From an optimization exercise on the open Yosys and OpenROAD flow, aimed at small area and a short achievable clock period; shortcuts taken in it are not production practice.
Function was checked by simulation only, so behaviour that the tests miss may differ from the original.
Power is estimated from default activity; no workload was simulated.

exp/lagoon:
// ex_stage_top
module ex_stage_top (
	input  logic         clk,
	input  logic         rst,           
	input  logic [3:0]   dec_valid,
	input  logic [127:0] dec_pc,
	input  logic [127:0] dec_ins,
	input  logic [127:0] dec_op1,
	input  logic [127:0] dec_op2,
	input  logic [8:0]   dispatch_sel,  
	output logic [3:0]   wb_wen,
	output logic [19:0]  wb_rd,
	output logic [127:0] wb_data,
	output logic [3:0]   jump_en,
	output logic [127:0] jump_addr
);
	logic [3:0] issue;
	always_comb begin
		issue = '0;
		for (int l = 0; l < 3; l++) begin
			if (dispatch_sel[3*l +: 3] != 3'd4) issue[dispatch_sel[3*l +: 2]] = 1'b1;
		end
	end
	for (genvar t = 0; t < 4; t++) begin : g_thread
		ex_thread i_thread (
			.clk       (clk),
			.rst       (rst),
			.issue     (issue[t]),
			.dec_valid (dec_valid[t]),
			.dec_pc    (dec_pc[32*t +: 32]),
			.dec_ins   (dec_ins[32*t +: 32]),
			.dec_op1   (dec_op1[32*t +: 32]),
			.dec_op2   (dec_op2[32*t +: 32]),
			.wb_wen    (wb_wen[t]),
			.wb_rd     (wb_rd[5*t +: 5]),
			.wb_data   (wb_data[32*t +: 32]),
			.jump_en   (jump_en[t]),
			.jump_addr (jump_addr[32*t +: 32])
		);
	end
endmodule
clock: 12.0 ns
lec_check: 0
cap_margin: 35
core_margin: 2
core_utilization: 30
cts_buf_list: sky130_fd_sc_hd__clkbuf_16
cts_cluster_diameter: 105
cts_cluster_size: 27
place_density: 0.45
setup_slack_margin: 0.4
slew_margin: 35
synth_hierarchical: 1
standard.sh (not shown) runs the stock make flow with config.mk's settings and CLKGATE_MAP_FILE= SYNTH_SCRIPT=/design/flow/synth_recipe.tcl, a recipe that flattens the netlist after the stock synthesis.
==> flow/flow/run.sh <==
#!/bin/bash
# Standard synthesis, then the standard flow's own layout with two changes: port buffers
# of a plain buffer cell (not the slow delay buffer buffer_ports picks by
# itself), and timing repair aimed at a tighter setup margin.
set -euo pipefail
bash standard.sh synth > synth.log 2>&1
bash standard.sh finish SETUP_SLACK_MARGIN=6.9 "BUFFER_PORTS_ARGS=-buffer_cell sky130_fd_sc_hd__buf_1" > layout.log 2>&1
exp/lagoon went all the way through the flow, and no timing, DRC or antenna check failed.
Modified inputs, exp/zinc compared to exp/lagoon
diff --git a/flow/flow/run.sh b/flow/flow/run.sh
--- a/flow/flow/run.sh
+++ b/flow/flow/run.sh
@@ -7 +7 @@
-bash standard.sh finish SETUP_SLACK_MARGIN=6.9 "BUFFER_PORTS_ARGS=-buffer_cell sky130_fd_sc_hd__buf_1" > layout.log 2>&1
+bash standard.sh finish SETUP_SLACK_MARGIN=7.3 "BUFFER_PORTS_ARGS=-buffer_cell sky130_fd_sc_hd__buf_1" > layout.log 2>&1
--- outcome ---
- Looking at final-layout clock buffer total across exp/lagoon and exp/zinc, the one that comes out lower is exp/zinc.
- As of exp/zinc, via density per instance had fallen slightly compared to exp/lagoon.
- exp/zinc vs. exp/lagoon: hold slack neither gained nor lost much, non-clock buffer instance count of the final layout picked up an extra 124, number of max-cap violations neither gained nor lost much, post-layout instance area picked up an extra about 3%, power after layout picked up an extra 6.1%.
- Delta (exp/zinc minus exp/lagoon): setup slack now sits higher, worst endpoint data arrival time now sits lower.
--- input diff exp/zinc..exp/ember ---
- changing CTS_CLUSTER_SIZE from 27 to 20
- changing CTS_CLUSTER_DIAMETER from 105 to 80
diff --git a/flow/flow/run.sh b/flow/flow/run.sh
--- a/flow/flow/run.sh
+++ b/flow/flow/run.sh
@@ -7 +7 @@
-bash standard.sh finish SETUP_SLACK_MARGIN=7.3 "BUFFER_PORTS_ARGS=-buffer_cell sky130_fd_sc_hd__buf_1" > layout.log 2>&1
+bash standard.sh finish SETUP_SLACK_MARGIN=7.0 "BUFFER_PORTS_ARGS=-buffer_cell sky130_fd_sc_hd__buf_2" > layout.log 2>&1
[summary]
- Row relative max-transition margin: exp/ember lower / exp/zinc higher
- Number of buffers outside the clock class in the layout in exp/ember is 134 lower than in exp/zinc
- exp/zinc has higher number of standard cells in the layout, taps in and fillers out than exp/ember.

[port drivers added, routing unchanged]
The results above use ideal ports. As a check the final layouts listed here were re-extracted and re-timed, cells and wires unchanged. Step 1, drivers: a clkbuf_16 drives clk and a buf_2 each remaining input, both assumed. Step 2 moves the port delays by t, midway between the first and last clock arrival at a register: inputs arrive t later, outputs are due t later. That takes back most of the time a late clock gives input paths. Slacks: ideal ports / drivers / drivers and shift; pairs: ideal ports / drivers.
run	t, ns	slack for setup (ns)	worst setup path after step 2
exp/lagoon	0.954	6.725 / 6.634 / 5.980	input to register
exp/zinc	0.968	6.810 / 6.702 / 6.278	input to register
exp/ember	0.918	6.894 / 6.803 / 6.104	input to register
After both steps setup and hold are still met in every run listed. The setup slack of exp/ember, which loses most, moves by -0.091 ns with the drivers and by -0.790 ns with both steps.
